What follows belongs to an exercise in optimizing a design on an open flow for small area and a short achievable clock period; a production flow would make more cautious choices.
In this exercise RTL edits were held to simulation tests only and were not proved equivalent to the original.
The clock port is modelled as an ideal driver; clocking choices that lean on that would not hold on a real chip.

== alpha ==
Design mdu_hilo, start of the top module:
module mdu_hilo #(
    parameter int MULT_CYCLES = mdu_pkg::MDU_MULT_CYCLES_DEF,
    parameter int DIV_CYCLES  = mdu_pkg::MDU_DIV_CYCLES_DEF
) (
    input  logic                clk,
    input  logic                reset,
    input  logic                start,
    input  logic [mdu_pkg::MDU_OP_W-1:0] op,
    input  logic [31:0]         rs_val,
    input  logic [31:0]         rt_val,
    input  logic                cancel,
    output logic                busy,
    output logic                stall_req,
    output logic [31:0]         hi,
    output logic [31:0]         lo
);
Size: about 2100 cells after synthesis, about 180 flip-flops, roughly 140 I/O pins, ~16000 µm² of cells after synthesis.
export LEC_CHECK = 0
export ABC_AREA = 1
export CAP_MARGIN = 20
export CORE_MARGIN = 2
export CORE_UTILIZATION = 70
export PLACE_DENSITY = 0.78
export SLEW_MARGIN = 20
create_clock -name core_clock -period 110.0 [get_ports {clk}]
standard.sh (not shown) runs the stock make flow with config.mk's settings and CLKGATE_MAP_FILE= SYNTH_SCRIPT=/design/flow/synth_recipe.tcl, a recipe that flattens the netlist after the stock synthesis.
==> flow/flow/run.sh <==
#!/bin/bash
# Standard layout with these changes:
#  * the port buffers are the smallest buffer (sky130_fd_sc_hd__buf_1)
#    instead of the one buffer_ports picks by default;
set -euo pipefail
export BUFFER_PORTS_ARGS="-buffer_cell sky130_fd_sc_hd__buf_1"
R=orfs/results/${FLOW_PLATFORM:-sky130hd}/mdu_hilo/base
LIB=$FLOW_HOME/platforms/sky130hd/lib/sky130_fd_sc_hd__tt_025C_1v80.lib
PLAT=$FLOW_HOME/platforms/sky130hd
bash standard.sh place > standard_place.log 2>&1
cp $R/3_place.odb $R/3_place_pre_downsize.odb
DS_LIB=$LIB DS_PLATFORM_DIR=$PLAT \
DS_IN=$R/3_place_pre_downsize.odb DS_OUT=$R/3_place.odb DS_SDC=$R/3_place.sdc \
DS_SLACK_LOSS=0.0 DS_REG_MARGIN=1.0 \
  openroad -no_init -exit flow/downsize.tcl > downsize.log 2>&1
CTS_BUF_LIST=sky130_fd_sc_hd__clkbuf_8 bash standard.sh cts > standard_cts8.log 2>&1
CS_LIB=$LIB CS_PLATFORM_DIR=$PLAT CS_IN=$R/4_cts.odb CS_SDC=$R/4_cts.sdc \
  openroad -no_init -exit flow/clkslew.tcl > clkslew8.log 2>&1
SLEW=$(awk '/^CLKSLEW/ {print $2}' clkslew8.log)
if ! awk -v s="$SLEW" 'BEGIN { exit !(s != "" && s + 0 < 0.115) }'; then
  echo "clkbuf_8 tree slew $SLEW ns: rebuilding with clkbuf_16" > cts_choice.log
  rm -f $R/4_1_cts.odb $R/4_cts.odb $R/4_cts.sdc
  CTS_BUF_LIST=sky130_fd_sc_hd__clkbuf_16 bash standard.sh cts > standard_cts16.log 2>&1
else
  echo "clkbuf_8 tree slew $SLEW ns: kept" > cts_choice.log
fi
bash standard.sh > standard_finish.log 2>&1
==> flow/flow/clkslew.tcl <==
# Largest flip-flop clock-pin slew (ns) of a CTS result, with placement
# parasitics; printed as "CLKSLEW <value>".
read_liberty $::env(CS_LIB)
read_db $::env(CS_IN)
read_sdc $::env(CS_SDC)
source $::env(CS_PLATFORM_DIR)/setRC.tcl
set_propagated_clock [all_clocks]
estimate_parasitics -placement
set mx 0
foreach p [get_pins -of_objects [all_registers] -filter "direction==input"] {
  if {[get_property $p name] ne "CLK"} continue
  foreach t {slew_max_rise slew_max_fall} {
    set s [get_property $p $t]
    if {$s > $mx} { set mx $s }
  }
}
puts "CLKSLEW $mx"
==> flow/flow/downsize.tcl <==
# Area recovery after placement: swap up-sized combinational cells back to
# their _1 (or smallest) variant wherever that does not lower the worst setup
# slack of any path group below a limit and adds no slew, cap or fanout
# violation.
set lib   $::env(DS_LIB)
set plat  $::env(DS_PLATFORM_DIR)
set in_db $::env(DS_IN)
set out_db $::env(DS_OUT)
read_liberty $lib
read_db $in_db
read_sdc $::env(DS_SDC)
source $plat/setRC.tcl
estimate_parasitics -placement

proc worst {} { return [sta::worst_slack_cmd max] }
# worst slack of the paths that end at registers
proc worst_reg {} {
  set p [find_timing_paths -to [all_registers -data_pins] -sort_by_slack -group_path_count 1]
  return [get_property [lindex $p 0] slack]
}
proc viol {} {
  return [expr {[sta::max_slew_violation_count] + [sta::max_capacitance_violation_count] + [sta::max_fanout_violation_count]}]
}
set w0 [worst]
set r0 [worst_reg]
set v0 [viol]
puts "start: worst slack $w0, register paths $r0, violations $v0, area [rsz::design_area]"
# keep the worst slack at least this far above what it was
set floor [expr {$w0 - $::env(DS_SLACK_LOSS)}]
# and keep the register paths this far above the worst slack (or where
# they were, if that is lower)
set rfloor [expr {min($r0, $w0 * 1e9 + $::env(DS_REG_MARGIN))}]
set block [sta::top_instance]
set n 0
set tried 0
foreach inst [get_cells *] {
  set master [get_property $inst ref_name]
  if {![regexp {^(sky130_fd_sc_hd__[a-z0-9]+)_([0-9]+)$} $master -> base size]} continue
  if {$size <= 1} continue
  if {[regexp {df|clk|fa$|ha$|tap|fill|decap|conb|dly} $base]} continue
  set cands {}
  foreach s {1 0 2 4 8} {
    if {$s >= $size} continue
    set c [get_lib_cells -quiet */${base}_$s]
    if {[llength $c]} { lappend cands $c }
  }
  foreach c $cands {
    incr tried
    set old [get_property $inst ref_name]
    if {[catch {replace_cell $inst $c}]} continue
    estimate_parasitics -placement
    if {[worst] < $floor || [worst_reg] < $rfloor || [viol] > $v0} {
      replace_cell $inst [get_lib_cells */$old]
      estimate_parasitics -placement
    } else {
      incr n
      break
    }
  }
}
puts "swapped $n of $tried tries: worst slack [worst], register paths [worst_reg], violations [viol], area [rsz::design_area]"
write_db $out_db
No stage failed in alpha, and the final checks on the layout all came back clean.
Input-level comparison between beta and alpha:
- CORE_UTILIZATION now 60, was 70
- PLACE_DENSITY no longer set, was 0.78
--- outcome ---
Of alpha and beta, the run reporting the lower proportion of cell area occupied by multi-input gates was alpha.
Compared beta against alpha; relative area of clock buffers and inverters in the final design within noise.
Between alpha and beta, the difference in sequential share of cell area is negligible.
Between alpha and beta, the non-clock buffer count is higher for alpha.
Between alpha and beta, the share of the clock period used by the worst path after layout does not differ in any meaningful way.
Per the comparison of beta with alpha, global placer's final weighted congestion lower, via count now sits lower, number of standard cells in the final layout excluding fillers has increased.
Input-level comparison between gamma and beta:
==> flow/flow/run.sh <==
#!/bin/bash
set -euo pipefail
export BUFFER_PORTS_ARGS="-buffer_cell sky130_fd_sc_hd__buf_1"
R=orfs/results/${FLOW_PLATFORM:-sky130hd}/mdu_hilo/base
bash standard.sh place > standard_place.log 2>&1
cp $R/3_place.odb $R/3_place_pre_downsize.odb
DS_LIB=$FLOW_HOME/platforms/sky130hd/lib/sky130_fd_sc_hd__tt_025C_1v80.lib \
DS_PLATFORM_DIR=$FLOW_HOME/platforms/sky130hd \
DS_IN=$R/3_place_pre_downsize.odb DS_OUT=$R/3_place.odb DS_SDC=$R/3_place.sdc \
DS_SLACK_LOSS=0.0 DS_REG_MARGIN=1.0 \
  openroad -no_init -exit flow/downsize.tcl > downsize.log 2>&1
bash standard.sh > standard_finish.log 2>&1
removed: flow/flow/clkslew.tcl
Findings:
[compare] base=beta new=gamma: instance count after placement with tap cells included essentially unchanged, aggregate global-route resource usage stayed essentially flat. Netlist area before placement: gamma vs beta identical. From gamma to beta, fill cell total of the finished layout did not move at all. Taking beta as the reference, in gamma routed wire length stayed essentially flat, post-layout worst setup margin stayed essentially flat, synthesized instance count stayed essentially flat.

---

== v58 ==
Another version of the RTL of mdu_hilo (not shown whole).
Size: ~2000 cells after synthesis, about 180 flip-flops, ~140 I/O pins, ~16000 sq um of cells after synthesis.
==> flow/config.mk <==
export PLATFORM = sky130hd
export DESIGN_NAME = mdu_hilo
export DESIGN_NICKNAME = mdu_hilo
export VERILOG_FILES = /design/flow/design.v
export SDC_FILE = /design/flow/constraint.sdc
export NUM_CORES = 4
export LEC_CHECK = 0
export ABC_AREA = 1
export CAP_MARGIN = 20
export CORE_MARGIN = 2
export CORE_UTILIZATION = 60
export SLEW_MARGIN = 20
==> flow/constraint.sdc <==
create_clock -name core_clock -period 110.0 [get_ports {clk}]
set_input_delay 22.0000 -clock core_clock [delete_from_list [all_inputs] [get_ports {clk}]]
set_output_delay 22.0000 -clock core_clock [all_outputs]
set_load 0.01 [all_outputs]
==> flow/flow/run.sh <==
#!/bin/bash
# Standard layout with these changes:
#  * the port buffers are the smallest buffer (sky130_fd_sc_hd__buf_1)
#    instead of the one buffer_ports picks by default;
#  * clock tree synthesis with the standard arguments plus
#    -dont_use_dummy_load (no extra load cells on the clock tree).
set -euo pipefail
export BUFFER_PORTS_ARGS="-buffer_cell sky130_fd_sc_hd__buf_1"
export CTS_ARGS="-sink_clustering_enable -repair_clock_nets -dont_use_dummy_load"
R=orfs/results/${FLOW_PLATFORM:-sky130hd}/mdu_hilo/base
LIB=$FLOW_HOME/platforms/sky130hd/lib/sky130_fd_sc_hd__tt_025C_1v80.lib
PLAT=$FLOW_HOME/platforms/sky130hd
bash standard.sh place > standard_place.log 2>&1
cp $R/3_place.odb $R/3_place_pre_downsize.odb
DS_LIB=$LIB DS_PLATFORM_DIR=$PLAT \
DS_IN=$R/3_place_pre_downsize.odb DS_OUT=$R/3_place.odb DS_SDC=$R/3_place.sdc \
DS_SLACK_LOSS=0.0 DS_REG_MARGIN=1.0 \
  openroad -no_init -exit flow/downsize.tcl > downsize.log 2>&1
bash standard.sh > standard_finish.log 2>&1
Scripts as last shown in full above: flow/flow/downsize.tcl
Input-level comparison between v41 and v58:
Settings: CAP_MARGIN changed from 20 to 10; SLEW_MARGIN changed from 20 to 10.
diff --git a/flow/flow/run.sh b/flow/flow/run.sh
--- a/flow/flow/run.sh
+++ b/flow/flow/run.sh
@@ -16,3 +16,3 @@
 DS_IN=$R/3_place_pre_downsize.odb DS_OUT=$R/3_place.odb DS_SDC=$R/3_place.sdc \
-DS_SLACK_LOSS=0.0 DS_REG_MARGIN=1.0 \
+DS_SLACK_LOSS=0.0 DS_REG_MARGIN=0.8 \
   openroad -no_init -exit flow/downsize.tcl > downsize.log 2>&1
## What came out
- Compared with v58, v41 shows a lower worst slew margin relative to its limit.
- [compare] base=v58 new=v41: hold slack shows no meaningful change; actual transition at the worst max-transition pin shows an increase of 90 ps; core utilization shows no meaningful change; routed length per placed instance shows no meaningful change; final area shows no meaningful change.
- Diff v58 -> v41: peak clock frequency supported by timing barely changed; worst clock skew roughly the same.
- Die boundary width of v41 is on par with v58.
What v53 does differently from v41 at the input level:
Settings: swapping 10 for 20 in CAP_MARGIN; swapping 10 for 20 in SLEW_MARGIN.
==> flow/flow/run.sh <==
#!/bin/bash
# Standard layout with these changes:
#  * the port buffers are the smallest buffer (sky130_fd_sc_hd__buf_1)
#    instead of the one buffer_ports picks by default;
set -euo pipefail
export BUFFER_PORTS_ARGS="-buffer_cell sky130_fd_sc_hd__buf_1"
R=orfs/results/${FLOW_PLATFORM:-sky130hd}/mdu_hilo/base
LIB=$FLOW_HOME/platforms/sky130hd/lib/sky130_fd_sc_hd__tt_025C_1v80.lib
PLAT=$FLOW_HOME/platforms/sky130hd
bash standard.sh place > standard_place.log 2>&1
cp $R/3_place.odb $R/3_place_pre_downsize.odb
DS_LIB=$LIB DS_PLATFORM_DIR=$PLAT \
DS_IN=$R/3_place_pre_downsize.odb DS_OUT=$R/3_place.odb DS_SDC=$R/3_place.sdc \
DS_SLACK_LOSS=0.0 DS_REG_MARGIN=1.0 \
  openroad -no_init -exit flow/downsize.tcl > downsize.log 2>&1
CTS_BUF_LIST=sky130_fd_sc_hd__clkbuf_8 bash standard.sh cts > standard_cts8.log 2>&1
CS_LIB=$LIB CS_PLATFORM_DIR=$PLAT CS_IN=$R/4_cts.odb CS_SDC=$R/4_cts.sdc \
  openroad -no_init -exit flow/clkslew.tcl > clkslew8.log 2>&1
SLEW=$(awk '/^CLKSLEW/ {print $2}' clkslew8.log)
if ! awk -v s="$SLEW" 'BEGIN { exit !(s != "" && s + 0 < 0.115) }'; then
  echo "clkbuf_8 tree slew $SLEW ns: rebuilding with clkbuf_16" > cts_choice.log
  rm -f $R/4_1_cts.odb $R/4_cts.odb $R/4_cts.sdc
  CTS_BUF_LIST=sky130_fd_sc_hd__clkbuf_16 bash standard.sh cts > standard_cts16.log 2>&1
else
  echo "clkbuf_8 tree slew $SLEW ns: kept" > cts_choice.log
fi
bash standard.sh > standard_finish.log 2>&1
==> flow/flow/clkslew.tcl (new file) <==
# Largest flip-flop clock-pin slew (ns) of a CTS result, with placement
# parasitics; printed as "CLKSLEW <value>".
read_liberty $::env(CS_LIB)
read_db $::env(CS_IN)
read_sdc $::env(CS_SDC)
source $::env(CS_PLATFORM_DIR)/setRC.tcl
set_propagated_clock [all_clocks]
estimate_parasitics -placement
set mx 0
foreach p [get_pins -of_objects [all_registers] -filter "direction==input"] {
  if {[get_property $p name] ne "CLK"} continue
  foreach t {slew_max_rise slew_max_fall} {
    set s [get_property $p $t]
    if {$s > $mx} { set mx $s }
  }
}
puts "CLKSLEW $mx"
==> summary.txt <==
- v53 completed; timing, DRC and antenna clean
- Between v53 and v41, the first-pass GRT wire length does not differ in any meaningful way.
- v53: post-route minimum period 5.4 ps below v41
- Cmp v53 vs v41: met1 track demand over resource higher in v53
- v53 ended up with a higher design area than v41 did.

[what the ideal ports hide]
How much do the figures lean on ideal ports? The routed layouts below were timed once more, with nothing changed but the port constraints. Step 1 assumes that a clkbuf_16 drives the clock port and a buf_2 every other input. Step 2 moves the port delays by t, midway between the first and last clock arrival at a register: inputs arrive t later, outputs are due t later. That takes back most of the time a late clock gives input paths. a / b / c = ideal / step 1 / step 2; a / b = the first two.
| run | shift t [ns] | slack for setup (ns) | worst slew at a driven data input, ns |
|---|---|---|---|
| alpha | 0.506 | 65.175 / 65.154 / 65.154 | 0.05 |
| beta | 0.491 | 65.189 / 65.166 / 65.166 | 0.06 |
| gamma | 0.491 | 65.189 / 65.166 / 65.166 | 0.06 |
| v58 | 0.482 | 65.223 / 65.202 / 65.202 | 0.04 |
| v41 | 0.481 | 65.222 / 65.202 / 65.202 | 0.04 |
| v53 | 0.495 | 65.228 / 65.207 / 65.207 | 0.04 |
After both steps every run listed still meets setup and hold.
